Context: an optimization exercise on an open-source flow, tuned for small area and a short achievable clock period. The choices shown serve that exercise and are no tape-out recipe.
Only simulation tests tie the RTL to the original design; equivalence was not proved.
Power figures rest on the tool's default switching activity, not on a simulated workload.

==> design.v <==
package exec_pkg;
	localparam int data_w     = 32;	 
	localparam int reg_addr_w = 5;	 
	localparam int num_regs   = 32;
	localparam int imm_w      = 16;	 
	localparam logic [5:0] op_rtype = 6'h00;	 
	localparam logic [5:0] op_addiu = 6'h09;
	localparam logic [5:0] op_slti  = 6'h0a;
	localparam logic [5:0] op_andi  = 6'h0c;
	localparam logic [5:0] op_ori   = 6'h0d;
	localparam logic [5:0] op_xori  = 6'h0e;
	localparam logic [5:0] op_lui   = 6'h0f;
	localparam logic [5:0] fn_sll  = 6'h00;
	localparam logic [5:0] fn_srl  = 6'h02;
	localparam logic [5:0] fn_addu = 6'h21;
	localparam logic [5:0] fn_subu = 6'h23;
	localparam logic [5:0] fn_and  = 6'h24;
	localparam logic [5:0] fn_or   = 6'h25;
	localparam logic [5:0] fn_xor  = 6'h26;
	localparam logic [5:0] fn_slt  = 6'h2a;
	typedef struct packed {
		logic       sub;	 
		logic       r_sum;	 
		logic       r_slt;	 
		logic       r_and;
		logic       r_or;
		logic       r_xor;
		logic       r_sh;	 
		logic       left;	 
		logic [4:0] ramt;	 
	} ctrl_t;
endpackage
`timescale 1ns/1ps
module reg_file (
	input  logic                            clk,
	input  logic                            rst_n,
	input  logic [exec_pkg::num_regs-1:1]   rd_sel,	 
	input  logic [exec_pkg::data_w-1:0]     rd_or,	 
	output logic [exec_pkg::data_w-1:0]     rd_data,
	input  logic                            wr_en,
	input  logic [exec_pkg::reg_addr_w-1:0] wr_addr,
	input  logic [exec_pkg::data_w-1:0]     wr_data
);
	logic [exec_pkg::data_w-1:0]   regs [1:exec_pkg::num_regs-1];
	always_ff @(posedge clk) begin
		for (int i = 1; i < exec_pkg::num_regs; i++) begin
			if (!rst_n || (wr_en && wr_addr == i)) regs[i] <= wr_data;
		end
	end
	always_comb begin
		rd_data = rd_or;
		for (int i = 1; i < exec_pkg::num_regs; i++) begin
			rd_data |= regs[i] & {exec_pkg::data_w{rd_sel[i]}};
		end
	end
endmodule
`timescale 1ns/1ps
module alu_unit (
	input  exec_pkg::ctrl_t               c,
	input  logic [exec_pkg::data_w-1:0]   a,	 
	input  logic [exec_pkg::data_w-1:0]   b,	 
	output logic [exec_pkg::data_w-1:0]   result
);
	localparam int n = exec_pkg::data_w;
	logic [n-1:0] p;
	logic [n-1:0] g;
	logic [n-1:0] gp;	 
	logic [n-1:0] pp;	 
	logic [n-1:0] sum;
	logic [n-1:0] rot;
	logic [n-1:0] mask;
	logic         lt;
	assign p  = a ^ b;
	assign g  = a & b;
	always_comb begin
		gp = g;
		pp = p;
		gp[0] = g[0] | (p[0] & c.sub);	 
		for (int k = 0; k < 5; k++) begin
			for (int i = 0; i < n; i++) begin
				if (i & (1 << k)) begin
					gp[i] = gp[i] | (pp[i] & gp[((i >> k) << k) - 1]);
					pp[i] = pp[i] & pp[((i >> k) << k) - 1];
				end
			end
		end
	end
	assign sum = p ^ {gp[n-2:0], c.sub};	 
	assign lt  = (a[n-1] ^ b[n-1]) ? sum[n-1] : a[n-1];
	always_comb begin
		rot = b;
		for (int k = 0; k < 5; k++) begin
			if (c.ramt[k]) rot = (rot << (1 << k)) | (rot >> (n - (1 << k)));
		end
	end
	always_comb begin
		for (int i = 0; i < n; i++) begin
			mask[i] = c.left ? (i >= c.ramt) : (c.ramt == '0 || i < c.ramt);
		end
	end
	always_comb begin
		result = '0;
		if (c.r_sum) result |= sum;
		if (c.r_and) result |= g;
		if (c.r_or)  result |= p | g;
		if (c.r_xor) result |= p;
		if (c.r_slt) result[0] |= lt;
		if (c.r_sh)  result |= rot & mask;
	end
endmodule
`timescale 1ns/1ps
module dump_counter (
	input  logic                            clk,
	input  logic                            rst_n,
	input  logic                            dump_next,	 
	output logic [exec_pkg::reg_addr_w-1:0] count,
	output logic                            dump_last	 
);
	always_ff @(posedge clk) begin
		if (!rst_n) begin
			count <= '0;
		end else if (dump_next) begin
			count <= count + 1'b1;	 
		end
	end
	assign dump_last  = (count == '1);
endmodule
`timescale 1ns/1ps
module exec_ctrl (
	input  logic                            clk,
	input  logic                            rst_n,
	input  logic                            instr_valid,	 
	input  logic [exec_pkg::data_w-1:0]     instr,
	input  logic                            dump_start,	 
	input  logic [exec_pkg::reg_addr_w-1:0] dump_count,
	input  logic                            dump_last,
	output logic [exec_pkg::num_regs-1:1]   rf_rd_sel,
	output logic                            rf_wr_en,
	output logic [exec_pkg::reg_addr_w-1:0] rf_wr_addr,
	output logic                            opa_en,	 
	output logic                            opa_fix,	 
	output logic                            fwd_dump,	 
	output logic                            fwd_rd,	 
	output logic                            sub_i,	 
	output logic                            imm_en,	 
	output logic [exec_pkg::data_w-1:0]     imm_ext,
	output exec_pkg::ctrl_t                 ctrl,
	output logic                            dump_first,	 
	output logic                            busy,
	output logic                            illegal,
	output logic                            dump_valid
);
	logic [5:0]                      opcode;
	logic [5:0]                      funct;
	logic [exec_pkg::reg_addr_w-1:0] rs;
	logic [exec_pkg::reg_addr_w-1:0] rt;
	logic [exec_pkg::reg_addr_w-1:0] rd;
	logic                            idle;
	logic                            accept;
	logic                            legal;
	logic                            rtype;
	logic                            sext;
	logic [exec_pkg::reg_addr_w-1:0] dest;
	exec_pkg::ctrl_t                 dec;
	logic                            dump_nxt;
	logic                            exec_q;	 
	logic                            post_q;	 
	logic                            dump_q;
	logic                            busy_q;	 
	logic                            illegal_q;
	logic                            we_e;	 
	logic                            we_i;	 
	logic                            wr_q;	 
	logic                            wr3_q;	 
	logic [exec_pkg::reg_addr_w-1:0] dest3_q;
	logic                            fixa_q;	 
	logic                            fixw_q;	 
	logic                            fwdd_q;	 
	logic                            fwd3_q;	 
	logic [exec_pkg::num_regs-1:1]   rsel_q;	 
	logic [exec_pkg::num_regs-1:1]   rsel_nxt;
	logic                            fixa_nxt;
	logic                            fwdd_nxt;
	logic                            fwd3_nxt;
	logic                            dump_go;
	logic [exec_pkg::reg_addr_w-1:0] rs_q;
	logic [exec_pkg::reg_addr_w-1:0] rt_q;
	logic [exec_pkg::imm_w-1:0]      imm_q;
	logic                            rtype_q;
	logic                            sext_q;
	exec_pkg::ctrl_t                 ctrl_q;
	logic [exec_pkg::reg_addr_w-1:0] dest2_q;
	exec_pkg::ctrl_t                 ctrl2_q;
	assign opcode = instr[31:26];
	assign rs     = instr[25:21];
	assign rt     = instr[20:16];
	assign rd     = instr[15:11];
	assign funct  = instr[5:0];
	assign idle   = !exec_q && !dump_q;
	assign accept = idle && instr_valid;
	always_comb begin
		dec   = '0;
		legal = 1'b1;
		rtype = 1'b0;
		sext  = 1'b0;
		case (opcode)
			exec_pkg::op_rtype: begin
				rtype = 1'b1;
				case (funct)
					exec_pkg::fn_addu: dec.r_sum = 1'b1;
					exec_pkg::fn_subu: begin
						dec.r_sum = 1'b1;
						dec.sub   = 1'b1;
					end
					exec_pkg::fn_and:  dec.r_and = 1'b1;
					exec_pkg::fn_or:   dec.r_or  = 1'b1;
					exec_pkg::fn_xor:  dec.r_xor = 1'b1;
					exec_pkg::fn_slt: begin
						dec.r_slt = 1'b1;
						dec.sub   = 1'b1;
					end
					exec_pkg::fn_sll: begin
						dec.r_sh = 1'b1;
						dec.left = 1'b1;
						dec.ramt = instr[10:6];
					end
					exec_pkg::fn_srl: begin
						dec.r_sh = 1'b1;
						dec.ramt = 5'd0 - instr[10:6];
					end
					default: legal = 1'b0;	 
				endcase
			end
			exec_pkg::op_addiu: begin
				dec.r_sum = 1'b1;
				sext      = 1'b1;
			end
			exec_pkg::op_slti: begin
				dec.r_slt = 1'b1;
				dec.sub   = 1'b1;
				sext      = 1'b1;
			end
			exec_pkg::op_andi: dec.r_and = 1'b1;	 
			exec_pkg::op_ori:  dec.r_or  = 1'b1;
			exec_pkg::op_xori: dec.r_xor = 1'b1;
			exec_pkg::op_lui: begin	 
				dec.r_sh  = 1'b1;
				dec.left  = 1'b1;
				dec.ramt  = 5'd16;
			end
			default: legal = 1'b0;
		endcase
	end
	assign dest = rtype ? rd : rt;	 
	assign dump_nxt = (idle && !instr_valid && dump_start) || (dump_q && !dump_last);
	always_ff @(posedge clk) begin
		if (!rst_n) begin
			exec_q    <= 1'b0;
			post_q    <= 1'b0;
			dump_q    <= 1'b0;
			busy_q    <= 1'b0;
			illegal_q <= 1'b0;
			we_e      <= 1'b0;
			we_i      <= 1'b0;
			wr_q      <= 1'b0;
			wr3_q     <= 1'b0;
		end else begin
			exec_q    <= accept;
			post_q    <= exec_q;
			dump_q    <= dump_nxt;
			busy_q    <= accept || dump_nxt;
			illegal_q <= accept && !legal;
			we_e      <= accept && legal && (dest != '0);
			we_i      <= we_e;
			wr_q      <= we_i;
			wr3_q     <= wr_q;
		end
	end
	always_ff @(posedge clk) begin
		if (idle) begin
			rs_q    <= rs;
			rt_q    <= rt;
			imm_q   <= instr[exec_pkg::imm_w-1:0];
			rtype_q <= rtype;
			sext_q  <= sext;
			ctrl_q  <= dec;
		end
	end
	always_ff @(posedge clk) begin
		dest2_q <= dest1;
		ctrl2_q <= ctrl_q;
		dest3_q <= dest2_q;
	end
	logic [exec_pkg::reg_addr_w-1:0] dest1;
	assign dump_go = idle && !instr_valid && dump_start;
	assign dest1   = rtype_q ? imm_q[15:11] : rt_q;
	logic [exec_pkg::reg_addr_w-1:0] dump_ahead;
	assign dump_ahead = dump_count + 5'd2;
	always_comb begin
		rsel_nxt = '0;
		for (int i = 1; i < exec_pkg::num_regs; i++) begin
			if (accept) rsel_nxt[i] = (rs == i);
			else if (exec_q) rsel_nxt[i] = rtype_q && (rt_q == i);
			else if (dump_go) rsel_nxt[i] = (i == 1);
			else if (dump_q) rsel_nxt[i] = !dump_last && (dump_ahead == i);
			if (wr_q && dest2_q == i) rsel_nxt[i] = 1'b0;
		end
	end
	assign fixa_nxt = we_i && accept && (rs == dest1);
	assign fwdd_nxt = we_i && dump_go && (dest1 == 5'd1);
	always_comb begin
		fwd3_nxt = 1'b0;
		if (wr_q) begin
			if (accept) fwd3_nxt = (rs == dest2_q);
			else if (exec_q) fwd3_nxt = rtype_q && (rt_q == dest2_q);
			else if (dump_go) fwd3_nxt = (dest2_q == 5'd1);
			else if (dump_q) fwd3_nxt = !dump_last && (dump_ahead == dest2_q);
		end
	end
	always_ff @(posedge clk) begin
		if (!rst_n) begin
			rsel_q <= '0;
			fixa_q <= 1'b0;
			fixw_q <= 1'b0;
			fwdd_q <= 1'b0;
			fwd3_q <= 1'b0;
		end else begin
			rsel_q <= rsel_nxt;
			fixa_q <= fixa_nxt;
			fixw_q <= fixa_q;
			fwdd_q <= fwdd_nxt;
			fwd3_q <= fwd3_nxt;
		end
	end
	assign rf_rd_sel = rsel_q;
	assign fwd_rd    = fwd3_q;
	assign fwd_dump  = fwdd_q;
	assign opa_fix   = fixw_q;
	assign opa_en  = !post_q || fixw_q;	 
	assign sub_i   = ctrl_q.sub;	 
	assign imm_en  = post_q && !rtype_q;
	assign imm_ext = {{16{sext_q & imm_q[15]}}, imm_q};
	assign rf_wr_en   = wr3_q;
	assign rf_wr_addr = dest3_q;
	assign ctrl       = ctrl2_q;
	assign dump_first = dump_go;
	assign illegal    = illegal_q;
	assign busy       = busy_q;
	assign dump_valid = dump_q;
endmodule
`timescale 1ns/1ps
module exec_core (
	input  logic                            clk,
	input  logic                            rst_n,
	input  logic                            instr_valid,
	input  logic [exec_pkg::data_w-1:0]     instr,
	input  logic                            dump_start,
	output logic                            busy,
	output logic                            illegal,	 
	output logic                            dump_valid,
	output logic [exec_pkg::reg_addr_w-1:0] dump_addr,
	output logic [exec_pkg::data_w-1:0]     dump_data
);
	exec_pkg::ctrl_t                 ctrl;
	logic [exec_pkg::data_w-1:0]     alu_result;
	logic                            dump_last;
	logic                            opa_en;
	logic                            opa_fix;
	logic                            fwd_dump;
	logic                            fwd_rd;
	logic [exec_pkg::data_w-1:0]     res_q;	 
	logic                            sub_i;
	logic                            dump_first;
	logic                            imm_en;
	logic [exec_pkg::data_w-1:0]     imm_ext;
	logic [exec_pkg::num_regs-1:1]   rf_rd_sel;
	logic [exec_pkg::data_w-1:0]     rf_rd_data;
	logic [exec_pkg::data_w-1:0]     rd_or;
	logic                            rf_wr_en;
	logic [exec_pkg::reg_addr_w-1:0] rf_wr_addr;
	logic [exec_pkg::data_w-1:0]     opa;
	logic [exec_pkg::data_w-1:0]     opb;
	logic [exec_pkg::data_w-1:0]     dump_word;
	exec_ctrl u_ctrl (
		.clk            (clk),
		.rst_n          (rst_n),
		.instr_valid    (instr_valid),
		.instr          (instr),
		.dump_start     (dump_start),
		.dump_count     (dump_addr),
		.dump_last      (dump_last),
		.rf_rd_sel      (rf_rd_sel),
		.rf_wr_en       (rf_wr_en),
		.rf_wr_addr     (rf_wr_addr),
		.opa_en         (opa_en),
		.opa_fix        (opa_fix),
		.fwd_dump       (fwd_dump),
		.fwd_rd         (fwd_rd),
		.sub_i          (sub_i),
		.imm_en         (imm_en),
		.imm_ext        (imm_ext),
		.ctrl           (ctrl),
		.dump_first     (dump_first),
		.busy           (busy),
		.illegal        (illegal),
		.dump_valid     (dump_valid)
	);
	dump_counter u_dump_cnt (
		.clk        (clk),
		.rst_n      (rst_n),
		.dump_next  (dump_valid),
		.count      (dump_addr),
		.dump_last  (dump_last)
	);
	reg_file u_rf (
		.clk     (clk),
		.rst_n   (rst_n),
		.rd_sel  (rf_rd_sel),
		.rd_or   (rd_or),
		.rd_data (rf_rd_data),
		.wr_en   (rf_wr_en),
		.wr_addr (rf_wr_addr),
		.wr_data (res_q & {exec_pkg::data_w{rst_n}})	 
	);
	assign rd_or = (imm_ext & {exec_pkg::data_w{imm_en}}) |
		(res_q & {exec_pkg::data_w{fwd_rd}});
	always_ff @(posedge clk) begin
		if (opa_en) opa <= opa_fix ? res_q : rf_rd_data;
		if (dump_first)    dump_word <= '0;	 
		else if (fwd_dump) dump_word <= alu_result;
		else               dump_word <= rf_rd_data;
		opb   <= rf_rd_data ^ {exec_pkg::data_w{sub_i}};	 
		res_q <= alu_result;
	end
	alu_unit u_alu (
		.c      (ctrl),
		.a      (opa),
		.b      (opb),
		.result (alu_result)
	);
	assign dump_data = dump_word;
endmodule
==> flow/run.sh <==
#!/bin/bash
set -euo pipefail
export SETUP_SLACK_MARGIN=6.0
bash standard.sh > standard.log 2>&1
==> standard.sh <==
#!/bin/bash
# synth_recipe.tcl (not shown) runs the flow's synth.tcl, then flattens the netlist and writes it again
# the make line also repeats each setting of config.mk as NAME=value (left out here)
make -C /OpenROAD-flow-scripts/flow DESIGN_CONFIG=/design/flow/config.mk WORK_HOME=/design/flow/orfs CLKGATE_MAP_FILE= SYNTH_SCRIPT=/design/flow/synth_recipe.tcl "${@:-finish}"
==> config.mk <==
export PLATFORM = sky130hd
export DESIGN_NAME = exec_core
export DESIGN_NICKNAME = exec_core
export VERILOG_FILES = /design/flow/design.v
export SDC_FILE = /design/flow/constraint.sdc
export NUM_CORES = 4
export LEC_CHECK = 0
export CAP_MARGIN = 10
export CORE_MARGIN = 2
export CORE_UTILIZATION = 45
export CTS_BUF_LIST = sky130_fd_sc_hd__clkbuf_8
export CTS_CLUSTER_DIAMETER = 50
export CTS_CLUSTER_SIZE = 16
export SLEW_MARGIN = 10
==> constraint.sdc <==
create_clock -name core_clock -period 9.0 [get_ports {clk}]
set_input_delay 1.8000 -clock core_clock [delete_from_list [all_inputs] [get_ports {clk}]]
set_output_delay 1.8000 -clock core_clock [all_outputs]
set_load 0.01 [all_outputs]
==> run notes, run 1 <==
Final Skew = 0.0505 ns
Sink Count = 1228
Die Area = 0.114 mm²
Max clock buf depth = 3
routed vias/inst = 6.47
cts hold-fix bufs = 0
later-pin clock latency in the skew report = 0.82 ns
mapped cell area = 0.0499 mm²
sequential area share after synthesis = 0.705
Synth Flop Type = edfxtp_1
core area = 0.110 mm²
top-count cell post-synth = edfxtp_1
LEAKAGE = 19.7 nW
Post-Route WL = 168000 µm
routing usage on met1 = 0.403
most common library cells after synthesis = edfxtp_1, a22oi_1, dfxtp_1, nand2_1, clkbuf_1
Yosys top cell area share = 0.637
Async S/R FF share, synth = 0
routed via count = 32800
DR WL/cell = 33.2 µm
crit end category = flip-flop
Setup TNS Final = 0 ns
H-tree Lvls = 3
Global Route Usage Sum = 0.292
Starting Density = 0.453
Initial DRT Pass Iterations = 8
Seq cells post-synth = 1228
Mapped Nets = 3490
PnR worst setup slack = 5.84 ns
met2 Usage GRT = 0.465
Chip Height = 337 µm
gr busiest metal = met2
pins over their slew limit = 0
pwr dens = 238 mW/mm²
worst hold path type = reg -> reg
gpl congestion = 0.948
critical setup path kind = reg -> reg
Setup crit start kind = flip-flop
Mean Syn Cell Area = 14.8 µm²
Cells after Synth = 3377
Port-buffer cells = 75
worst endpoint data arrival time = 3.86 ns
Num CTS Buffers = 112
grt met3 use = 0.0575
Yosys warning count = 6
worst-case headroom to the max-slew limit = 0.175
critical path, cell by cell = fa_2 > inv_2 > fa_2 > nor2b_4 > o31a_1 > buf_4 > o211ai_1 > nand2_1 > a21oi_2 > fa_1 > inv_1 > a221o_1 > nor2_2 > a211oi_2
pre-CTS setup slack = 4.67 ns
final period utilization = 0.351
FP Rows = 122
share of cells above drive strength 1 = 0.173
Die Wd = 337 µm
TritonCTS clock tree = done
Post-synth EDFFs = 1060
final instance area = 0.0559 mm²
most used cell, CP = fa_2
crit path max fanout = 3
Max Freq = 0.317 GHz
number of global-route vias before repair = 30800
post-layout util = 0.507
area leader, netlist = edfxtp_1
RSZ-0062 raised after global routing = true
antenna violations before repair = 9
Tmin final = 3.16 ns
hold slack = 0.336 ns
Worst Tran Pin Value = 1.24 ns
final hold violations = 0
gr ovfl total = 0
count of different cell masters after synthesis = 85
ranking of synthesized cells by area = edfxtp_1, dfxtp_1, a22oi_1
antenna-violating nets left = 0
CP max stage cell = edfxtp_1
drt initial violations = 4824
Setup violations, final = 0
NumNets Final = 3602
Layout area overhead = 12.0%
IO Pins = 76
root buf cell = clkbuf_8
DP Wirelength = 96100 µm
Max-Cap Viols = 0
CP Data Required Time = 9.70 ns
largest net degree at the start of global routing = 65
placed inst area = 0.0529 mm²
outcome = no timing/DRC/antenna violations
slowest cell delay on critical path = 0.42 ns
worst ir drop on vdd = 0.133 mV
clock-pin slew on the worst setup and hold paths = 0.09 ns
first-pass GRT wire length = 234000 µm
Remaining DRCs = 0
[report_power, final]
part	total, mW	switching (mW)	internal (mW)
sequential	7.87	0.498	7.37
combinational	1.97	1.34	0.629
clock	3.46	2.05	1.41
[worst max-delay path: cells and delay by family (launching register included)]
kind	cells	cell delay, ns
AND/OR/NAND/NOR	3	0.24
AO/OA/AOI/OAI	5	1.09
adder cells (fa/ha/maj)	3	1.05
buffers and inverters	3	0.28
flip-flops	1	0.42
[cell families (layout without fill, tap and decap cells)]
family                   Yosys count  in the layout  synth area share
flip-flops                      1228           1228             0.705
AO/OA/AOI/OAI                    891            891             0.133
AND/OR/NAND/NOR                  674            674            0.0691
buffers and inverters            301            496            0.0235
multiplexers                     125            125            0.0357
XOR/XNOR                          81             81            0.0142
adder cells (fa/ha/maj)           77             77            0.0202
other                              0              1                 0
[layer usage]
metal  routed length [µm]  share of wire
met3                17800           0.11
met1                65800           0.39
met5                   40        0.00024
met4                 5990          0.036
met2                78200           0.47
[layout by cell type (no fill, tap or decap), drive strengths merged, types with 64 or more instances in the layout]
| cell type | instances |
|---|---|
| a22oi | 353 |
| edfxtp | 1060 |
| a21oi | 64 |
| inv | 138 |
| a221oi | 85 |
| ha | 71 |
| nand3 | 77 |
| nand4 | 94 |
| clkbuf | 116 |
| nand2 | 155 |
| o21ai | 129 |
| a22o | 84 |
| buf | 163 |
| nor2 | 121 |
| dfxtp | 168 |
[registers in the layout, indices dropped and copies added (netlist names), 5 cells and up]
signal	cells
u_rf.regs	992
dump_word	32
opa	32
opb	32
res_q	32
u_ctrl.rsel_q	31
u_ctrl.imm_q	16
u_ctrl.ctrl2_q	13
u_ctrl.ctrl_q	13
u_ctrl.dest2_q	5
u_ctrl.dest3_q	5
u_ctrl.rt_q	5
u_dump_cnt.count	5
[metrics by stage]
step | instances | total power [mW]
2_1_floorplan | 3377 | 8.90
3_3_place_gp | 4835 | 9.78
3_5_place_dp | 4835 | 9.82
4_1_cts | 5047 | 13.2
5_1_grt | 5061 | 13.8
6_report | 5061 | 13.3
[final cells by class]
type	count	area (µm²)
tap	1488	1860
fill	9302	54400
clock buffer	116	1600
inverter	102	385
sequential	1228	35300
antenna	1	2.50
clock inverter	81	703
multi-input combinational	1848	14400
timing repair buffer	197	1690
[worst paths after layout]
check,startpoint,to,slack (ns),cells past startpoint
worst max-delay path,opa[0]$_DFFE_PP_,dump_word[8]$_SDFF_PP0_,5.84,14
worst min-delay path,u_ctrl.ctrl_q[9]$_DFFE_PP_,u_ctrl.ctrl2_q[9]$_DFF_P_,0.34,0
worst max register to register,opa[0]$_DFFE_PP_,dump_word[8]$_SDFF_PP0_,5.84,14
worst min register to register,u_ctrl.ctrl_q[9]$_DFFE_PP_,u_ctrl.ctrl2_q[9]$_DFF_P_,0.34,0
[repair_timing]
| action | CTS | global route |
|---|---|---|
| setup buffers | 15 | 13 |
| pin swaps | 19 | 28 |
| setup endpoints to repair | 696 | 100 |
| gates cloned | 0 | 0 |
| resized for setup | 288 | 48 |
==> run 2: changes to the inputs <==
--- a/config.mk
+++ b/config.mk
@@ -13,2 +13,3 @@
 export CTS_CLUSTER_SIZE = 16
+export PLACE_DENSITY = 0.7
 export SLEW_MARGIN = 10
==> run notes, run 2 <==
Synth Area in Adders = 0.0202 (unchanged)
Clk pwr share = 0.260 (about the same)
cts hold-fix bufs = 0 (unchanged)
core area = 0.110 mm² (unchanged)
area leader, netlist = edfxtp_1 (unchanged)
routed via count = 33200 (was 32800)
Pint = 9.48 mW (was 9.41 mW)
fill count = 8979 (was 9302)
Reg-to-Reg Start = opa[0]$_DFFE_PP_ (unchanged)
Reg power frac = 0.592 (about the same)
critical path, cell by cell = fa_2 > inv_2 > fa_2 > nor2b_4 > o31a_1 > o41ai_4 > buf_6 > a21oi_4 > buf_6 > buf_8 > buf_6 > or2_4 > nand2_2 > o2111ai_2 > o21a_1 (was fa_2 > inv_2 > fa_2 > nor2b_4 > o31a_1 > buf_4 > o211ai_1 > nand2_1 > a21oi_2 > fa_1 > inv_1 > a221o_1 > nor2_2 > a211oi_2)
Largest Register = u_rf.regs (unchanged)
drt initial violations = 5682 (was 4824)
count of different cell masters after synthesis = 85 (unchanged)
Layout area overhead = 12.1% (was 12.0%)
Initial DRT Pass Iterations = 13 (was 8)
NumNets Final = 3606 (was 3602)
H-tree Lvls = 3 (unchanged)
later-pin clock latency in the skew report = 0.81 ns (was 0.82 ns)
most frequent cells in the layout = edfxtp_1, a22oi_1, nand2_1 (unchanged)
Sink Count = 1228 (unchanged)
LEAKAGE = 19.8 nW (was 19.7 nW)
TritonCTS clock tree = done (unchanged)
Post-Route WL = 161000 µm (was 168000 µm)
Post-Synth XOR/XNOR Area = 0.0142 (unchanged)
Max Freq = 0.311 GHz (was 0.317 GHz)
Die Area = 0.114 mm² (unchanged)
final hold violations = 0 (unchanged)
Port-buffer cells = 75 (unchanged)
Chip Height = 337 µm (unchanged)
Synth Area in Compound Gates = 0.133 (unchanged)
Worst Tran Pin Value = 1.29 ns (was 1.24 ns)
clock-pin slew on the worst setup and hold paths = 0.09 ns (about the same)
Global Route Usage Sum = 0.277 (was 0.292)
Sw Pwr = 3.82 mW (was 3.89 mW)
Gate power share = 0.148 (about the same)
ranking of synthesized cells by area = edfxtp_1, dfxtp_1, a22oi_1 (unchanged)
pwr dens = 238 mW/mm² (about the same)
Remaining DRCs = 0 (unchanged)
root buf cell = clkbuf_8 (unchanged)
Max-Cap Viols = 0 (unchanged)
worst endpoint data arrival time = 3.87 ns (was 3.86 ns)
worst-case headroom to the max-slew limit = 0.139 (was 0.175)
most common library cells after synthesis = edfxtp_1, a22oi_1, dfxtp_1, nand2_1, clkbuf_1 (unchanged)
critical setup path kind = reg -> reg (unchanged)
routed vias/inst = 6.57 (was 6.47)
Final Skew = 0.0830 ns (was 0.0505 ns)
outcome = no timing/DRC/antenna violations (unchanged)
Num CTS Buffers = 107 (was 112)
final period utilization = 0.357 (was 0.351)
slowest cell delay on critical path = 0.46 ns (was 0.42 ns)
Async S/R FF share, synth = 0 (unchanged)
Tmin final = 3.22 ns (was 3.16 ns)
Setup violations, final = 0 (unchanged)
DR WL/cell = 31.8 µm (was 33.2 µm)
gpl congestion = 0.914 (was 0.948)
largest net degree at the start of global routing = 60 (was 65)
Hold Path Origin = u_ctrl.ctrl_q[4]$_DFFE_PP_ (was u_ctrl.ctrl_q[9]$_DFFE_PP_)
Placed Cells = 4834 (was 4835)
CP max stage cell = edfxtp_1 (unchanged)
Mapped Nets = 3490 (unchanged)
sw frac = 0.287 (was 0.292)
crit end category = flip-flop (unchanged)
main combinational cell family by area after synthesis = compound AO/OA/AOI/OAI gates (unchanged)
max reg flops = 992 (unchanged)
Post-synth EDFFs = 1060 (unchanged)
pins over their slew limit = 0 (unchanged)
sequential area share after synthesis = 0.705 (unchanged)
Setup crit start kind = flip-flop (unchanged)
Mean Syn Cell Area = 14.8 µm² (unchanged)
Yosys top cell area share = 0.637 (unchanged)
mapped cell area = 0.0499 mm² (unchanged)
WP buf/inv = 5 (was 3)
CP Data Required Time = 9.65 ns (was 9.70 ns)
crit path max fanout = 4 (was 3)
RSZ-0062 raised after global routing = true (unchanged)
cell family with most CP delay = compound AO/OA/AOI/OAI gates (unchanged)
Setup TNS Final = 0 ns (unchanged)
mux cell area share after synthesis = 0.0357 (unchanged)
IO Pins = 76 (unchanged)
Yosys warning count = 6 (unchanged)
most used cell, CP = buf_6 (was fa_2)
Critical path origin = opa[0]$_DFFE_PP_ (unchanged)
Max clock buf depth = 3 (unchanged)
DP Wirelength = 93800 µm (was 96100 µm)
top-count cell post-synth = edfxtp_1 (unchanged)
gr ovfl total = 0 (unchanged)
antenna-violating nets left = 0 (unchanged)
Synth Flop Type = edfxtp_1 (unchanged)
Starting Density = 0.453 (unchanged)
Cells after Synth = 3377 (unchanged)
FP Rows = 122 (unchanged)
first-pass GRT wire length = 225000 µm (was 234000 µm)
worst hold path type = reg -> reg (unchanged)
most common cell after layout, fill and taps aside = edfxtp_1 (unchanged)
post-route insts no fill = 5060 (was 5061)
post-layout util = 0.507 (about the same)
Die Wd = 337 µm (unchanged)
share of cells above drive strength 1 = 0.171 (was 0.173)
worst ir drop on vdd = 0.138 mV (was 0.133 mV)
number of global-route vias before repair = 31200 (was 30800)
antenna violations before repair = 4 (was 9)
Seq cells post-synth = 1228 (unchanged)
simple-gate share of the synthesized area = 0.0691 (unchanged)
[run 2: cell counts after synthesis]
Identical to the previous run, type by type.
[run 2: kinds of logic after synthesis]
family,Yosys count
flip-flops,1228
AO/OA/AOI/OAI,891
AND/OR/NAND/NOR,674
buffers and inverters,301
multiplexers,125
XOR/XNOR,81
adder cells (fa/ha/maj),77
[run 2: area by class of cell]
class                      count  area [µm²]  share of cell area
inverter                     102         385             0.00688
clock inverter                77         787              0.0141
tap                         1488        1860              0.0332
clock buffer                 110        1510              0.0270
antenna                        1        2.50           0.0000447
timing repair buffer         206        1760              0.0314
multi-input combinational   1848       14400               0.257
sequential                  1228       35300               0.630
[run 2: what timing repair did]
item | 4_1_cts | 5_1_grt
buffers inserted | 23 | 15
cloned | 0 | 0
gates resized for setup | 290 | 38
pin swaps | 30 | 27
endpoints found under the setup margin | 974 | 133
[run 2: power by group through the flow]
| stage | clock [mW] | sequential, mW | combinational, mW |
|---|---|---|---|
| 2_1_floorplan | 0 | 7.72 | 1.18 |
| 3_3_place_gp | 0 | 7.94 | 1.80 |
| 3_5_place_dp | 0 | 7.97 | 1.82 |
| 4_1_cts | 3.46 | 7.84 | 1.89 |
| 5_1_grt | 3.67 | 7.94 | 2.10 |
| 6_report | 3.46 | 7.87 | 1.97 |
[run 2: metal layers]
metal	wire length, µm	up-vias	track usage
met4	7010	2	0.111
met5	13	-	0
met3	21900	403	0.0697
met2	72900	2650	0.430
met1	59100	16500	0.374
li1	-	13700	-
[run 2: stage by stage]
stage                     setup slack [ns]  hold slack [ns]  cell area, µm²  power (mW)
final                                 5.78            0.346           56000        13.3
after floorplan                       5.98            0.323           50300        8.90
after CTS                             5.75            0.350           55700        13.2
after detailed placement              4.51            0.328           52900        9.79
after global placement                4.50            0.329           52900        9.74
after global routing                  5.69            0.357           56000        13.7
[run 2: final timing paths]
check                                                  to  slack [ns]  depth (start not counted)
worst max-delay path             dump_word[20]$_SDFF_PP0_        5.78                         15
worst min-delay path            u_ctrl.ctrl2_q[4]$_DFF_P_        0.35                          0
worst max register to register   dump_word[20]$_SDFF_PP0_        5.78                         15
worst min register to register  u_ctrl.ctrl2_q[4]$_DFF_P_        0.35                          0
==> run 3: changes to the inputs <==
==> flow/run.sh (replaced) <==
#!/bin/bash
set -euo pipefail
export SETUP_SLACK_MARGIN=6.3
bash standard.sh > standard.log 2>&1
--- a/config.mk
+++ b/config.mk
@@ -13,3 +13,2 @@
 export CTS_CLUSTER_SIZE = 16
-export PLACE_DENSITY = 0.7
 export SLEW_MARGIN = 10
==> run notes, run 3 <==
final period utilization = 0.356 (was 0.357)
root buf cell = clkbuf_8 (unchanged)
Clk pwr share = 0.269 (was 0.260)
sequential area share after synthesis = 0.705 (unchanged)
Sink Count = 1228 (unchanged)
final instance area = 0.0575 mm² (was 0.0560 mm²)
critical setup path kind = reg -> reg (unchanged)
top-count cell post-synth = edfxtp_1 (unchanged)
Reg power frac = 0.577 (was 0.592)
routed vias/inst = 6.50 (was 6.57)
Cells after Synth = 3377 (unchanged)
Remaining DRCs = 0 (unchanged)
CP max stage cell = edfxtp_1 (unchanged)
Seq cells post-synth = 1228 (unchanged)
antenna-violating nets left = 0 (unchanged)
mapped cell area = 0.0499 mm² (unchanged)
worst ir drop on vdd = 0.144 mV (was 0.138 mV)
Die Wd = 337 µm (unchanged)
worst-case headroom to the max-slew limit = 0.327 (was 0.139)
TritonCTS clock tree = done (unchanged)
outcome = no timing/DRC/antenna violations (unchanged)
FP Rows = 122 (unchanged)
Mapped Nets = 3490 (unchanged)
IO Pins = 76 (unchanged)
ranking of synthesized cells by area = edfxtp_1, dfxtp_1, a22oi_1 (unchanged)
Layout area overhead = 15.0% (was 12.1%)
NumNets Final = 3662 (was 3606)
Max Freq = 0.312 GHz (was 0.311 GHz)
Setup crit start kind = flip-flop (unchanged)
DP Wirelength = 98300 µm (was 93800 µm)
drt initial violations = 4925 (was 5682)
H-tree Lvls = 3 (unchanged)
Tmin final = 3.20 ns (was 3.22 ns)
count of different cell masters after synthesis = 85 (unchanged)
Port-buffer cells = 75 (unchanged)
clock-pin slew on the worst setup and hold paths = 0.10 ns (was 0.09 ns)
Mean Syn Cell Area = 14.8 µm² (unchanged)
most frequent cells in the layout = edfxtp_1, a22oi_1, nand2_1 (unchanged)
most common cell after layout, fill and taps aside = edfxtp_1 (unchanged)
crit path max fanout = 3 (was 4)
area leader, netlist = edfxtp_1 (unchanged)
Sw Pwr = 4.01 mW (was 3.82 mW)
Num CTS Buffers = 113 (was 107)
Die Area = 0.114 mm² (unchanged)
Multi-input gate area = 0.0149 mm² (was 0.0144 mm²)
sequential cell area = 0.0353 mm² (about the same)
placed inst area = 0.0530 mm² (was 0.0529 mm²)
Max-Cap Viols = 0 (unchanged)
max reg flops = 992 (unchanged)
Max clock buf depth = 3 (unchanged)
Gate power share = 0.154 (was 0.148)
Setup violations, final = 0 (unchanged)
pwr dens = 238 mW/mm² (about the same)
fill count = 9152 (was 8979)
Setup TNS Final = 0 ns (unchanged)
Synth Flop Type = edfxtp_1 (unchanged)
Pint = 9.65 mW (was 9.48 mW)
Initial DRT Pass Iterations = 9 (was 13)
final hold violations = 0 (unchanged)
worst hold path type = reg -> reg (unchanged)
share of cells above drive strength 1 = 0.213 (was 0.171)
first-pass GRT wire length = 236000 µm (was 225000 µm)
LEAKAGE = 20.4 nW (was 19.8 nW)
antenna violations before repair = 5 (was 4)
gpl congestion = 0.894 (was 0.914)
RSZ-0062 raised after global routing = true (unchanged)
routed via count = 33300 (was 33200)
crit end category = flip-flop (unchanged)
Yosys warning count = 6 (unchanged)
Final Skew = 0.0912 ns (was 0.0830 ns)
sw frac = 0.294 (was 0.287)
gr ovfl total = 0 (unchanged)
Largest Register = u_rf.regs (unchanged)
Post-synth EDFFs = 1060 (unchanged)
largest net degree at the start of global routing = 67 (was 60)
Starting Density = 0.453 (unchanged)
cts hold-fix bufs = 0 (unchanged)
Async S/R FF share, synth = 0 (unchanged)
later-pin clock latency in the skew report = 0.88 ns (was 0.81 ns)
DR WL/cell = 33.2 µm (was 31.8 µm)
worst endpoint data arrival time = 3.93 ns (was 3.87 ns)
Post-Route WL = 170000 µm (was 161000 µm)
pins over their slew limit = 0 (unchanged)
core area = 0.110 mm² (unchanged)
Global Route Usage Sum = 0.294 (was 0.277)
Worst Tran Pin Value = 1.01 ns (was 1.29 ns)
number of global-route vias before repair = 31100 (was 31200)
Chip Height = 337 µm (unchanged)
most common library cells after synthesis = edfxtp_1, a22oi_1, dfxtp_1, nand2_1, clkbuf_1 (unchanged)
Yosys top cell area share = 0.637 (unchanged)
CP Data Required Time = 9.72 ns (was 9.65 ns)
critical path, cell by cell = fa_2 > inv_2 > fa_2 > nor2b_4 > o31a_1 > o41ai_4 > buf_12 > buf_12 > a211oi_4 > o211ai_1 > nand4_1 > nor2b_4 > a211oi_1 (was fa_2 > inv_2 > fa_2 > nor2b_4 > o31a_1 > o41ai_4 > buf_6 > a21oi_4 > buf_6 > buf_8 > buf_6 > or2_4 > nand2_2 > o2111ai_2 > o21a_1)
slowest cell delay on critical path = 0.43 ns (was 0.46 ns)
[run 3: cell families (layout without fill, tap and decap cells)]
logic type	Yosys count	after routing	synth area share
AOI/OAI and AO/OA	891	891	0.133
xor gates and xnor gates	81	81	0.0142
adders and majority gates	77	77	0.0202
buffers and inverters	301	567	0.0235
DFF	1228	1228	0.705
muxes	125	125	0.0357
other	0	1	0
and+or+nand+nor	674	675	0.0691
[run 3: area by class of cell]
cell class / count / area share
flip-flops and latches: 1228 / 0.615
repair buffers: 255 / 0.0431
clock buffers: 115 / 0.0275
multi-input cells: 1849 / 0.259
well taps: 1488 / 0.0324
inverters: 102 / 0.00671
clock inverters: 95 / 0.0162
diodes: 1 / 0.0000435
[run 3: timing repair]
action                                  4_1_cts  5_1_grt
gates cloned                                  0        3
setup buffers                                63       30
gates resized for setup                     364      110
hold endpoints to repair                      0        0
pin swaps                                    75       57
endpoints found under the setup margin     1461      410
[run 3: metal layers]
metal,share of wire,vias to the layer above,global-route usage
met5,0.000070,-,0
met2,0.47,2037,0.477
met3,0.099,361,0.0481
met4,0.041,2,0.103
met1,0.39,17100,0.404
li1,-,13800,-
[run 3: critical path: cells and delay by family, from the launching register on]
kind                       cells  cell delay [ns]
AOI/OAI and AO/OA              5             1.11
adders and majority gates      2             0.64
buffers and inverters          3             0.35
DFF                            1             0.43
and+or+nand+nor                3             0.58
[run 3: worst paths after layout]
check	from	end	slack (ns)	depth (start not counted)
max	opa[0]$_DFFE_PP_	dump_word[0]$_SDFF_PP0_	5.80	13
max reg2reg	opa[0]$_DFFE_PP_	dump_word[0]$_SDFF_PP0_	5.80	13
min reg2reg	u_ctrl.ctrl_q[7]$_DFFE_PP_	u_ctrl.ctrl2_q[7]$_DFF_P_	0.35	0
min	u_ctrl.ctrl_q[7]$_DFFE_PP_	u_ctrl.ctrl2_q[7]$_DFF_P_	0.35	0
[run 3: power by group through the flow]
stage | logic (mW) | clock network, mW | registers [mW]
floorplan | 1.20 | 0 | 7.72
global placement | 1.84 | 0 | 7.96
detailed placement | 1.86 | 0 | 7.98
CTS | 1.99 | 3.71 | 7.86
global route | 2.25 | 3.91 | 7.95
finish | 2.10 | 3.68 | 7.88
[run 3: per-stage QoR]
stage	hold slack, ns	total power [mW]	utilization	instances	setup WS [ns]
after detailed placement	0.328	9.83	0.480	4826	4.38
after global placement	0.324	9.80	0.480	4826	4.40
after floorplan	0.323	8.92	-	3377	6.04
after CTS	0.350	13.6	0.514	5099	5.71
final	0.348	13.7	0.521	5133	5.80
after global routing	0.356	14.1	0.521	5133	5.72
==> run 4: changes to the inputs <==
==> flow/run.sh (replaced) <==
#!/bin/bash
set -euo pipefail
export SETUP_SLACK_MARGIN=6.0
bash standard.sh > standard.log 2>&1
--- a/config.mk
+++ b/config.mk
@@ -9,3 +9,3 @@
 export CORE_MARGIN = 2
-export CORE_UTILIZATION = 45
+export CORE_UTILIZATION = 52
 export CTS_BUF_LIST = sky130_fd_sc_hd__clkbuf_8
==> run notes, run 4 <==
Global Route Usage Sum = 0.347 (was 0.294)
pins over their slew limit = 0 (unchanged)
top-count cell post-synth = edfxtp_1 (unchanged)
CP max stage cell = dfxtp_2 (was edfxtp_1)
critical path, cell by cell = buf_6 (was fa_2 > inv_2 > fa_2 > nor2b_4 > o31a_1 > o41ai_4 > buf_12 > buf_12 > a211oi_4 > o211ai_1 > nand4_1 > nor2b_4 > a211oi_1)
TritonCTS clock tree = done (unchanged)
gr ovfl total = 0 (unchanged)
Post-Route WL = 173000 µm (was 170000 µm)
Seq cells post-synth = 1228 (unchanged)
root buf cell = clkbuf_8 (unchanged)
Layout area overhead = 12.3% (was 15.0%)
WP buf/inv = 1 (was 3)
area leader, netlist = edfxtp_1 (unchanged)
IO Pins = 76 (unchanged)
Initial DRT Pass Iterations = 9 (unchanged)
share of cells above drive strength 1 = 0.184 (was 0.213)
most frequent cells in the layout = edfxtp_1, a22oi_1, nand2_1 (unchanged)
PnR worst setup slack = 5.91 ns (was 5.80 ns)
Yosys top cell area share = 0.637 (unchanged)
Cells after Synth = 3377 (unchanged)
post-layout util = 0.589 (was 0.521)
Die Wd = 314 µm (was 337 µm)
DP Wirelength = 101000 µm (was 98300 µm)
DR WL/cell = 35.6 µm (was 33.2 µm)
Post-synth EDFFs = 1060 (unchanged)
Max clock buf depth = 3 (unchanged)
number of global-route vias before repair = 32300 (was 31100)
most common cell after layout, fill and taps aside = edfxtp_1 (unchanged)
most common library cells after synthesis = edfxtp_1, a22oi_1, dfxtp_1, nand2_1, clkbuf_1 (unchanged)
Async S/R FF share, synth = 0 (unchanged)
Port-buffer cells = 75 (unchanged)
first-pass GRT wire length = 241000 µm (was 236000 µm)
outcome = no timing/DRC/antenna violations (unchanged)
pre-CTS setup slack = 4.74 ns (was 4.38 ns)
core area = 0.0952 mm² (was 0.110 mm²)
worst endpoint data arrival time = 1.29 ns (was 3.93 ns)
Sink Count = 1228 (unchanged)
slowest cell delay on critical path = 0.37 ns (was 0.43 ns)
Setup violations, final = 0 (unchanged)
Final Skew = 0.0488 ns (was 0.0912 ns)
hold slack = 0.349 ns (was 0.348 ns)
Chip Height = 314 µm (was 337 µm)
clock-pin slew on the worst setup and hold paths = 0.09 ns (was 0.10 ns)
worst ir drop on vdd = 0.161 mV (was 0.144 mV)
ranking of synthesized cells by area = edfxtp_1, dfxtp_1, a22oi_1 (unchanged)
Setup TNS Final = 0 ns (unchanged)
Yosys warning count = 6 (unchanged)
pwr dens = 242 mW/mm² (was 238 mW/mm²)
worst hold path type = reg -> reg (unchanged)
Mean Syn Cell Area = 14.8 µm² (unchanged)
Remaining DRCs = 0 (unchanged)
final hold violations = 0 (unchanged)
sequential area share after synthesis = 0.705 (unchanged)
CP Data Required Time = 7.20 ns (was 9.72 ns)
mapped cell area = 0.0499 mm² (unchanged)
Tmin final = 3.09 ns (was 3.20 ns)
routed via count = 33300 (about the same)
Setup crit start kind = flip-flop (unchanged)
Largest Register = u_rf.regs (unchanged)
Mapped Nets = 3490 (unchanged)
routed vias/inst = 6.85 (was 6.50)
max reg flops = 992 (unchanged)
antenna-violating nets left = 0 (unchanged)
gpl congestion = 0.903 (was 0.894)
later-pin clock latency in the skew report = 0.82 ns (was 0.88 ns)
critical setup path kind = reg -> out (was reg -> reg)
drt initial violations = 5117 (was 4925)
largest net degree at the start of global routing = 56 (was 67)
crit path max fanout = 1 (was 3)
Starting Density = 0.525 (was 0.453)
RSZ-0062 raised after global routing = true (unchanged)
worst-case headroom to the max-slew limit = 0.184 (was 0.327)
Max-Cap Viols = 0 (unchanged)
NumNets Final = 3605 (was 3662)
count of different cell masters after synthesis = 85 (unchanged)
Synth Flop Type = edfxtp_1 (unchanged)
Max Freq = 0.323 GHz (was 0.312 GHz)
H-tree Lvls = 3 (unchanged)
fill count = 7392 (was 9152)
Worst Tran Pin Value = 1.22 ns (was 1.01 ns)
crit end category = primary output (was flip-flop)
final period utilization = 0.344 (was 0.356)
cell family with most CP delay = flip-flops (was compound AO/OA/AOI/OAI gates)
LEAKAGE = 19.9 nW (was 20.4 nW)
Overall Power = 13.6 mW (was 13.7 mW)
FP Rows = 113 (was 122)
antenna violations before repair = 5 (unchanged)
Die Area = 0.0986 mm² (was 0.114 mm²)
Num CTS Buffers = 117 (was 113)
run 4: cell counts after synthesis:
No cell type changed its count.
run 4: timing repair:
action                      CTS  global route
gates resized for setup     287            88
hold buffers                  0             0
setup endpoints to repair  1255           365
setup buffers                17            11
pin swaps                    12            28
run 4: worst paths after layout:
kind / end / slack (ns) / cells past startpoint / startpoint
setup reg to reg: dump_word[17]$_SDFF_PP0_ / 5.94 / 13 / opa[0]$_DFFE_PP_
hold reg to reg: u_ctrl.ctrl2_q[9]$_DFF_P_ / 0.35 / 0 / u_ctrl.ctrl_q[9]$_DFFE_PP_
setup / recovery: dump_data[29] / 5.91 / 1 / dump_word[29]$_SDFF_PP0_
hold / removal: u_ctrl.ctrl2_q[9]$_DFF_P_ / 0.35 / 0 / u_ctrl.ctrl_q[9]$_DFFE_PP_
run 4: cell type report:
type,instances,area (µm²),share of cell area
repair buffers,195,1740,0.0310
multi-input cells,1848,14500,0.258
clock buffers,120,1650,0.0295
clock inverters,95,923,0.0165
diodes,7,17.5,0.000312
flip-flops and latches,1228,35300,0.630
inverters,102,385,0.00687
well taps,1265,1580,0.0282
run 4: cells by family (layout without fill, tap and decap cells):
logic type,after synthesis,count (layout),share of synthesized area
adder cells (fa/ha/maj),77,77,0.0202
buffers and inverters,301,512,0.0235
AND/OR/NAND/NOR,674,674,0.0691
multiplexers,125,125,0.0357
XOR/XNOR,81,81,0.0142
other,0,7,0
AO/OA/AOI/OAI,891,891,0.133
flip-flops,1228,1228,0.705
run 4: metrics by stage:
step           area (µm²)  instances
2_1_floorplan       50300       3377
3_3_place_gp        52600       4610
3_5_place_dp        52600       4610
4_1_cts             55600       4842
5_1_grt             56100       4858
6_report            56100       4860
run 4: power breakdown:
| part | leakage [nW] | total [mW] | switching (mW) | internal, mW |
|---|---|---|---|---|
| Sequential | 12.3 | 7.89 | 0.507 | 7.38 |
| Clock | 1.33 | 3.68 | 2.08 | 1.59 |
| Combinational | 6.24 | 2.02 | 1.38 | 0.648 |
run 4: layer usage:
metal,part of all wire,GRT usage,vias up
met5,0,0,-
met4,0.043,0.131,0
met3,0.10,0.0594,354
met2,0.47,0.566,2155
met1,0.38,0.471,17100
li1,-,-,13700
==> run 5: changes to the inputs <==
==> flow/run.sh (replaced) <==
#!/bin/bash
set -euo pipefail
export SETUP_SLACK_MARGIN=6.0
export CTS_ARGS="-sink_clustering_enable -repair_clock_nets -buf_list sky130_fd_sc_hd__clkbuf_8 -sink_clustering_size 16 -sink_clustering_max_diameter 50 -dont_use_dummy_load"
bash standard.sh > standard.log 2>&1
--- a/config.mk
+++ b/config.mk
@@ -10,5 +10,2 @@
 export CORE_UTILIZATION = 52
-export CTS_BUF_LIST = sky130_fd_sc_hd__clkbuf_8
-export CTS_CLUSTER_DIAMETER = 50
-export CTS_CLUSTER_SIZE = 16
 export SLEW_MARGIN = 10
==> run notes, run 5 <==
Overall Power = 12.8 mW (was 13.6 mW)
gpl congestion = 0.903 (unchanged)
Layout area overhead = 10.2% (was 12.3%)
top-count cell post-synth = edfxtp_1 (unchanged)
worst endpoint data arrival time = 3.76 ns (was 1.29 ns)
most common library cells after synthesis = edfxtp_1, a22oi_1, dfxtp_1, nand2_1, clkbuf_1 (unchanged)
Remaining DRCs = 0 (unchanged)
pins over their slew limit = 0 (unchanged)
Setup violations, final = 0 (unchanged)
post-layout util = 0.579 (was 0.589)
Max clock buf depth = 3 (unchanged)
Critical path origin = opa[0]$_DFFE_PP_ (was dump_word[29]$_SDFF_PP0_)
Largest Register = u_rf.regs (unchanged)
Setup TNS Final = 0 ns (unchanged)
Global Route Usage Sum = 0.347 (about the same)
Max-Cap Viols = 0 (unchanged)
H-tree Lvls = 3 (unchanged)
CP max stage cell = edfxtp_1 (was dfxtp_2)
Mean Syn Cell Area = 14.8 µm² (unchanged)
Synth Flop Type = edfxtp_1 (unchanged)
drt initial violations = 5236 (was 5117)
CP Data Required Time = 9.67 ns (was 7.20 ns)
Die Area = 0.0986 mm² (unchanged)
Seq cells post-synth = 1228 (unchanged)
Reg power frac = 0.617 (was 0.580)
Yosys warning count = 6 (unchanged)
routed vias/inst = 6.94 (was 6.85)
Yosys top cell area share = 0.637 (unchanged)
crit path max fanout = 4 (was 1)
sequential area share after synthesis = 0.705 (unchanged)
most common cell after layout, fill and taps aside = edfxtp_1 (unchanged)
FP Rows = 113 (unchanged)
gr ovfl total = 0 (unchanged)
area leader, netlist = edfxtp_1 (unchanged)
final period utilization = 0.343 (was 0.344)
ranking of synthesized cells by area = edfxtp_1, dfxtp_1, a22oi_1 (unchanged)
routed via count = 33000 (was 33300)
Final Skew = 0.102 ns (was 0.0488 ns)
Sw Pwr = 3.61 mW (was 3.97 mW)
Reg-to-Reg Start = opa[0]$_DFFE_PP_ (unchanged)
worst ir drop on vdd = 0.147 mV (was 0.161 mV)
NumNets Final = 3602 (was 3605)
IO Pins = 76 (unchanged)
antenna violations before repair = 6 (was 5)
sw frac = 0.283 (was 0.292)
DP Wirelength = 101000 µm (unchanged)
worst-case headroom to the max-slew limit = 0.146 (was 0.184)
Initial DRT Pass Iterations = 9 (unchanged)
pwr dens = 232 mW/mm² (was 242 mW/mm²)
DR WL/cell = 36.3 µm (was 35.6 µm)
core area = 0.0952 mm² (unchanged)
max reg flops = 992 (unchanged)
Worst Tran Pin Value = 1.28 ns (was 1.22 ns)
Async S/R FF share, synth = 0 (unchanged)
Num CTS Buffers = 117 (unchanged)
Cells after Synth = 3377 (unchanged)
Hold Path Origin = u_ctrl.ctrl_q[11]$_DFFE_PP_ (was u_ctrl.ctrl_q[9]$_DFFE_PP_)
final hold violations = 0 (unchanged)
Die Wd = 314 µm (unchanged)
hold slack = 0.324 ns (was 0.349 ns)
RSZ-0062 raised after global routing = true (unchanged)
most frequent cells in the layout = edfxtp_1, a22oi_1, nand2_1 (unchanged)
antenna-violating nets left = 0 (unchanged)
LEAKAGE = 19.4 nW (was 19.9 nW)
worst hold path type = reg -> reg (unchanged)
post-route insts no fill = 4759 (was 4860)
Post-Route WL = 173000 µm (about the same)
Pint = 9.17 mW (was 9.62 mW)
Max Freq = 0.324 GHz (was 0.323 GHz)
cell family with most CP delay = compound AO/OA/AOI/OAI gates (was flip-flops)
crit end category = flip-flop (was primary output)
Setup crit start kind = flip-flop (unchanged)
WP buf/inv = 3 (was 1)
count of different cell masters after synthesis = 85 (unchanged)
outcome = no timing/DRC/antenna violations (unchanged)
Sink Count = 1228 (unchanged)
Gate power share = 0.158 (was 0.149)
critical setup path kind = reg -> reg (was reg -> out)
number of global-route vias before repair = 32300 (about the same)
first-pass GRT wire length = 240000 µm (was 241000 µm)
critical path, cell by cell = fa_2 > inv_2 > fa_2 > nor2b_4 > o31a_1 > o41ai_4 > buf_6 > buf_6 > a211oi_4 > o211ai_1 > nand4_1 > nor2b_4 > a211oi_2 (was buf_6)
mapped cell area = 0.0499 mm² (unchanged)
Post-synth EDFFs = 1060 (unchanged)
Starting Density = 0.525 (unchanged)
later-pin clock latency in the skew report = 0.82 ns (about the same)
Clk pwr share = 0.225 (was 0.271)
clock-pin slew on the worst setup and hold paths = 0.08 ns (was 0.09 ns)
Mapped Nets = 3490 (unchanged)
Port-buffer cells = 75 (unchanged)
slowest cell delay on critical path = 0.42 ns (was 0.37 ns)
largest net degree at the start of global routing = 56 (unchanged)
root buf cell = clkbuf_8 (unchanged)
Placed Cells = 4610 (unchanged)
TritonCTS clock tree = done (unchanged)
share of cells above drive strength 1 = 0.167 (was 0.184)
Tmin final = 3.09 ns (about the same)
Chip Height = 314 µm (unchanged)
## run 5: per-layer routing
layer  wire [µm]  part of all wire  track usage  vias up
met4        6880             0.040        0.132        2
li1            -                 -            -    13600
met5          14          0.000081            0        -
met2       81900              0.47        0.564     2097
met1       65900              0.38        0.468    17000
met3       17800              0.10       0.0636      335
## run 5: kinds of logic after synthesis
group,after synthesis,synth area share
AOI/OAI and AO/OA,891,0.133
buffers and inverters,301,0.0235
DFF,1228,0.705
adders and majority gates,77,0.0202
muxes,125,0.0357
xor gates and xnor gates,81,0.0142
and+or+nand+nor,674,0.0691
## run 5: cell type report
type                            instances  area (µm²)
Multi-Input combinational cell       1848       14400
Fill cell                            7485       40100
Sequential cell                      1228       35300
Clock buffer                          117        1610
Timing Repair Buffer                  192        1740
Inverter                              102         385
Antenna cell                            7        17.5
Tap cell                             1265        1580
## run 5: stage by stage
stage               setup WS [ns]  instance area [µm²]
floorplan                    5.98                50300
global placement             4.81                52600
detailed placement           4.74                52600
CTS                          5.75                54700
global route                 5.76                55100
finish                       5.91                55100
## run 5: path summary, 6_finish.rpt
kind                            slack [ns]  cells after the start                         end
worst max-delay path                  5.91                     13     dump_word[0]$_SDFF_PP0_
worst min register to register        0.32                      0  u_ctrl.ctrl2_q[11]$_DFF_P_
worst min-delay path                  0.32                      0  u_ctrl.ctrl2_q[11]$_DFF_P_
worst max register to register        5.91                     13     dump_word[0]$_SDFF_PP0_
## run 5: timing repair
item,CTS,global route
cloned,0,0
buffers inserted,17,8
hold buffers,0,0
gates resized for setup,289,81
pin swaps,20,18
endpoints found under the setup margin,1278,315
## run 5: power groups by stage
| stage | registers (mW) | clock network [mW] | logic [mW] |
|---|---|---|---|
| 2_1_floorplan | 7.72 | 0 | 1.18 |
| 3_3_place_gp | 7.95 | 0 | 1.84 |
| 3_5_place_dp | 7.98 | 0 | 1.89 |
| 4_1_cts | 7.86 | 2.91 | 1.94 |
| 5_1_grt | 7.95 | 3.10 | 2.15 |
| 6_report | 7.89 | 2.88 | 2.02 |
==> run 6: changes to the inputs <==
--- a/config.mk
+++ b/config.mk
@@ -9,3 +9,3 @@
 export CORE_MARGIN = 2
-export CORE_UTILIZATION = 52
+export CORE_UTILIZATION = 45
 export SLEW_MARGIN = 10
==> run notes, run 6 <==
Seq cells post-synth = 1228 (unchanged)
Remaining DRCs = 0 (unchanged)
Port-buffer cells = 75 (unchanged)
top-count cell post-synth = edfxtp_1 (unchanged)
Multi-input gate area = 0.0144 mm² (about the same)
core area = 0.110 mm² (was 0.0952 mm²)
Pint = 9.11 mW (was 9.17 mW)
Max Freq = 0.314 GHz (was 0.324 GHz)
LEAKAGE = 19.4 nW (about the same)
Die Area = 0.114 mm² (was 0.0986 mm²)
Global Route Usage Sum = 0.291 (was 0.347)
Chip Height = 337 µm (was 314 µm)
IO Pins = 76 (unchanged)
CP Data Required Time = 9.59 ns (was 9.67 ns)
gr ovfl total = 0 (unchanged)
RSZ-0062 raised after global routing = true (unchanged)
NumNets Final = 3610 (was 3602)
Layout area overhead = 10.6% (was 10.2%)
Mean Syn Cell Area = 14.8 µm² (unchanged)
number of global-route vias before repair = 30700 (was 32300)
crit path max fanout = 6 (was 4)
Initial DRT Pass Iterations = 9 (unchanged)
crit end category = flip-flop (unchanged)
mapped cell area = 0.0499 mm² (unchanged)
gpl congestion = 0.948 (was 0.903)
DR WL/cell = 33.6 µm (was 36.3 µm)
Async S/R FF share, synth = 0 (unchanged)
Post-Route WL = 168000 µm (was 173000 µm)
Tmin final = 3.18 ns (was 3.09 ns)
clock-pin slew on the worst setup and hold paths = 0.08 ns (about the same)
count of different cell masters after synthesis = 85 (unchanged)
worst reg2reg setup slack = 5.82 ns (was 5.91 ns)
worst hold path type = reg -> reg (unchanged)
sequential area share after synthesis = 0.705 (unchanged)
Num CTS Buffers = 112 (was 117)
critical setup path kind = reg -> reg (unchanged)
Gate power share = 0.155 (was 0.158)
Clk pwr share = 0.226 (was 0.225)
routed via count = 32600 (was 33000)
Post-synth EDFFs = 1060 (unchanged)
Largest Register = u_rf.regs (unchanged)
worst endpoint data arrival time = 3.78 ns (was 3.76 ns)
gr busiest metal = met2 (unchanged)
share of cells above drive strength 1 = 0.163 (was 0.167)
most frequent cells in the layout = edfxtp_1, a22oi_1, nand2_1 (unchanged)
root buf cell = clkbuf_8 (unchanged)
Synth Flop Type = edfxtp_1 (unchanged)
ranking of synthesized cells by area = edfxtp_1, dfxtp_1, a22oi_1 (unchanged)
Sink Count = 1228 (unchanged)
first-pass GRT wire length = 233000 µm (was 240000 µm)
FP Rows = 122 (was 113)
routed vias/inst = 6.55 (was 6.94)
largest net degree at the start of global routing = 65 (was 56)
routing usage on met1 = 0.402 (was 0.468)
antenna violations before repair = 7 (was 6)
hold slack = 0.323 ns (was 0.324 ns)
Setup crit start kind = flip-flop (unchanged)
pins over their slew limit = 0 (unchanged)
Worst Tran Pin Value = 1.26 ns (was 1.28 ns)
grt met3 use = 0.0581 (was 0.0636)
worst-case headroom to the max-slew limit = 0.159 (was 0.146)
Yosys warning count = 6 (unchanged)
sw frac = 0.284 (was 0.283)
Yosys top cell area share = 0.637 (unchanged)
met2 Usage GRT = 0.465 (was 0.564)
Setup violations, final = 0 (unchanged)
Mapped Nets = 3490 (unchanged)
H-tree Lvls = 3 (unchanged)
antenna-violating nets left = 0 (unchanged)
Die Wd = 337 µm (was 314 µm)
worst ir drop on vdd = 0.124 mV (was 0.147 mV)
Reg power frac = 0.619 (was 0.617)
most common cell after layout, fill and taps aside = edfxtp_1 (unchanged)
final period utilization = 0.354 (was 0.343)
Starting Density = 0.453 (was 0.525)
Cells after Synth = 3377 (unchanged)
Max clock buf depth = 3 (unchanged)
pwr dens = 230 mW/mm² (was 232 mW/mm²)
Setup TNS Final = 0 ns (unchanged)
fill count = 9330 (was 7485)
sequential cell area = 0.0353 mm² (about the same)
most common library cells after synthesis = edfxtp_1, a22oi_1, dfxtp_1, nand2_1, clkbuf_1 (unchanged)
Final Skew = 0.117 ns (was 0.102 ns)
drt initial violations = 4913 (was 5236)
Max-Cap Viols = 0 (unchanged)
final hold violations = 0 (unchanged)
TritonCTS clock tree = done (unchanged)
outcome = no timing/DRC/antenna violations (unchanged)
later-pin clock latency in the skew report = 0.82 ns (about the same)
DP Wirelength = 96100 µm (was 101000 µm)
max reg flops = 992 (unchanged)
Sw Pwr = 3.61 mW (about the same)
area leader, netlist = edfxtp_1 (unchanged)
==> run 6: cell counts after synthesis <==
Identical to the previous run, type by type.
==> run 6: critical path: stages (launching register included) <==
cell	delay, ns
dfxtp_1	0.50
inv_1	0.08
ha_1	0.38
a21oi_1	0.35
o21bai_2	0.18
nor3_4	0.45
a21oi_4	0.10
fa_2	0.35
xor2_1	0.17
a221o_1	0.35
nand2_1	0.09
a21oi_2	0.05
==> run 6: metal layers <==
| layer | vias up | share of wire |
|---|---|---|
| met5 | - | 0.00016 |
| li1 | 13600 | - |
| met3 | 304 | 0.11 |
| met2 | 1982 | 0.47 |
| met1 | 16800 | 0.39 |
| met4 | 4 | 0.036 |
==> run 6: path summary, 6_finish.rpt <==
check,to,depth (start not counted),startpoint
max reg2reg,dump_word[17]$_SDFF_PP0_,11,opb[11]$_DFF_P_
min reg2reg,u_ctrl.ctrl2_q[9]$_DFF_P_,0,u_ctrl.ctrl_q[9]$_DFFE_PP_
min,u_ctrl.ctrl2_q[9]$_DFF_P_,0,u_ctrl.ctrl_q[9]$_DFFE_PP_
max,dump_word[17]$_SDFF_PP0_,11,opb[11]$_DFF_P_
==> run 6: layout make-up <==
class / instances / area share
Antenna cell: 1 / 0.0000453
Clock buffer: 112 / 0.0279
Inverter: 102 / 0.00697
Multi-Input combinational cell: 1848 / 0.261
Sequential cell: 1228 / 0.639
Tap cell: 1488 / 0.0337
Timing Repair Buffer: 205 / 0.0318
==> run 6: metrics by stage <==
step	util	power, mW	cell area [µm²]	std cells	setup WS (ns)
after floorplan	-	8.90	50300	3377	5.98
after global placement	0.480	9.78	52900	4835	4.76
after detailed placement	0.480	9.82	52900	4835	4.67
after CTS	0.497	12.6	54900	4963	5.68
after global routing	0.501	13.2	55300	4984	5.69
final	0.501	12.7	55300	4984	5.82
==> run 6: logic make-up after synthesis <==
logic type / synth area share
adder cells (fa/ha/maj): 0.0202
flip-flops: 0.705
buffers and inverters: 0.0235
XOR/XNOR: 0.0142
AO/OA/AOI/OAI: 0.133
multiplexers: 0.0357
AND/OR/NAND/NOR: 0.0691
==> run 6: power groups by stage <==
stage | Combinational (mW) | Sequential, mW | Clock, mW
global placement | 1.83 | 7.95 | 0
global route | 2.12 | 7.94 | 3.09
CTS | 1.90 | 7.85 | 2.90
detailed placement | 1.85 | 7.97 | 0
floorplan | 1.18 | 7.72 | 0
finish | 1.97 | 7.87 | 2.87
==> run 6: what timing repair did <==
| action | in CTS | in global routing |
|---|---|---|
| gates resized for setup | 288 | 45 |
| setup buffers | 16 | 20 |
| endpoints found under the setup margin | 754 | 101 |
| pin swaps | 22 | 28 |
| gates cloned | 0 | 0 |
| hold buffers | 0 | 0 |
==> run 7: changes to the inputs <==
--- a/config.mk
+++ b/config.mk
@@ -9,3 +9,3 @@
 export CORE_MARGIN = 2
-export CORE_UTILIZATION = 45
+export CORE_UTILIZATION = 56
 export SLEW_MARGIN = 10
==> run notes, run 7 <==
Tmin final = 3.18 ns (about the same)
Multi-input gate area = 0.0145 mm² (was 0.0144 mm²)
Die Wd = 303 µm (was 337 µm)
outcome = no timing/DRC/antenna violations (unchanged)
mapped cell area = 0.0499 mm² (unchanged)
WP buf/inv = 2 (was 1)
most common library cells after synthesis = edfxtp_1, a22oi_1, dfxtp_1, nand2_1, clkbuf_1 (unchanged)
Final Skew = 0.111 ns (was 0.117 ns)
routed via count = 33100 (was 32600)
antenna-violating nets left = 0 (unchanged)
ranking of synthesized cells by area = edfxtp_1, dfxtp_1, a22oi_1 (unchanged)
Reg power frac = 0.618 (was 0.619)
largest net degree at the start of global routing = 67 (was 65)
worst endpoint data arrival time = 3.80 ns (was 3.78 ns)
final instance area = 0.0550 mm² (was 0.0553 mm²)
CP Data Required Time = 9.62 ns (was 9.59 ns)
post-route insts no fill = 4658 (was 4984)
CP max stage cell = or3_4 (was dfxtp_1)
Die Area = 0.0916 mm² (was 0.114 mm²)
slowest cell delay on critical path = 0.44 ns (was 0.50 ns)
IO Pins = 76 (unchanged)
root buf cell = clkbuf_8 (unchanged)
Layout area overhead = 10.2% (was 10.6%)
worst ir drop on vdd = 0.176 mV (was 0.124 mV)
later-pin clock latency in the skew report = 0.80 ns (was 0.82 ns)
Yosys warning count = 6 (unchanged)
RSZ-0062 raised after global routing = true (unchanged)
Initial DRT Pass Iterations = 8 (was 9)
Max clock buf depth = 3 (unchanged)
critical path, cell by cell = fa_2 > inv_2 > fa_2 > nor2b_4 > o31a_1 > o41ai_4 > buf_6 > a21oi_4 > o41ai_4 > nor4b_1 > or3_4 > o21a_1 (was inv_1 > ha_1 > a21oi_1 > o21bai_2 > nor3_4 > a21oi_4 > fa_2 > xor2_1 > a221o_1 > nand2_1 > a21oi_2)
placed inst area = 0.0525 mm² (was 0.0529 mm²)
Chip Height = 303 µm (was 337 µm)
routed vias/inst = 7.11 (was 6.55)
Yosys top cell area share = 0.637 (unchanged)
Port-buffer cells = 75 (unchanged)
NumNets Final = 3606 (was 3610)
Synth Flop Type = edfxtp_1 (unchanged)
FP Rows = 109 (was 122)
worst-case headroom to the max-slew limit = 0.143 (was 0.159)
Setup violations, final = 0 (unchanged)
Seq cells post-synth = 1228 (unchanged)
first-pass GRT wire length = 234000 µm (was 233000 µm)
sequential area share after synthesis = 0.705 (unchanged)
max reg flops = 992 (unchanged)
Post-synth EDFFs = 1060 (unchanged)
critical setup path kind = reg -> reg (unchanged)
crit end category = flip-flop (unchanged)
Max-Cap Viols = 0 (unchanged)
fill count = 6542 (was 9330)
## run 7: cell counts after synthesis
Identical to the previous run, type by type.
## run 7: routing by layer
layer,up-vias,global-route usage,part of all wire
li1,13600,-,-
met1,16700,0.509,0.37
met2,2496,0.565,0.46
met3,396,0.0758,0.12
met4,2,0.158,0.049
met5,-,0,0.000077
## run 7: repair_timing
item / CTS / global route
resized for setup: 312 / 80
setup endpoints to repair: 1399 / 134
gates cloned: 1 / 0
pin swaps: 24 / 28
setup buffers: 20 / 14
## run 7: final cells by class
type | count | area share
flip-flops and latches | 1228 | 0.642
multi-input cells | 1848 | 0.264
repair buffers | 198 | 0.0322
clock buffers | 114 | 0.0285
well taps | 1165 | 0.0265
inverters | 102 | 0.00707
repair inverters | 1 | 0.0000909
diodes | 2 | 0.0000909
## run 7: final timing paths
path                              startpoint                   endpoint  slack, ns  cells after the start
setup reg to reg            opa[0]$_DFFE_PP_   dump_word[23]$_SDFF_PP0_       5.82                     12
setup / recovery            opa[0]$_DFFE_PP_   dump_word[23]$_SDFF_PP0_       5.82                     12
hold / removal    u_ctrl.ctrl_q[1]$_DFFE_PP_  u_ctrl.ctrl2_q[1]$_DFF_P_       0.35                      0
hold reg to reg   u_ctrl.ctrl_q[1]$_DFFE_PP_  u_ctrl.ctrl2_q[1]$_DFF_P_       0.35                      0
## run 7: cell families (layout without fill, tap and decap cells)
logic type / Yosys count / count (layout) / share of synthesized area
AOI/OAI and AO/OA: 891 / 891 / 0.133
xor gates and xnor gates: 81 / 81 / 0.0142
adders and majority gates: 77 / 77 / 0.0202
buffers and inverters: 301 / 415 / 0.0235
DFF: 1228 / 1228 / 0.705
muxes: 125 / 125 / 0.0357
other: 0 / 2 / 0
and+or+nand+nor: 674 / 674 / 0.0691
## run 7: power groups by stage
stage | clock network, mW | logic [mW] | registers, mW
after floorplan | 0 | 1.18 | 7.72
after global placement | 0 | 1.82 | 7.95
after detailed placement | 0 | 1.86 | 7.98
after CTS | 2.86 | 1.91 | 7.86
after global routing | 3.05 | 2.15 | 7.94
final | 2.85 | 2.02 | 7.88
## run 7: metrics by stage
| step | setup WS (ns) | hold WS, ns |
|---|---|---|
| after floorplan | 5.98 | 0.323 |
| after global placement | 4.56 | 0.324 |
| after detailed placement | 4.40 | 0.328 |
| after CTS | 5.80 | 0.342 |
| after global routing | 5.76 | 0.343 |
| final | 5.82 | 0.346 |

Setup slack of run 7, layout unchanged: 5.824 ns with ideal ports, 5.824 ns with driving cells assumed (clock clkbuf_16, inputs buf_2), 5.194 ns with port delays also shifted by the 0.818 ns mid clock arrival.
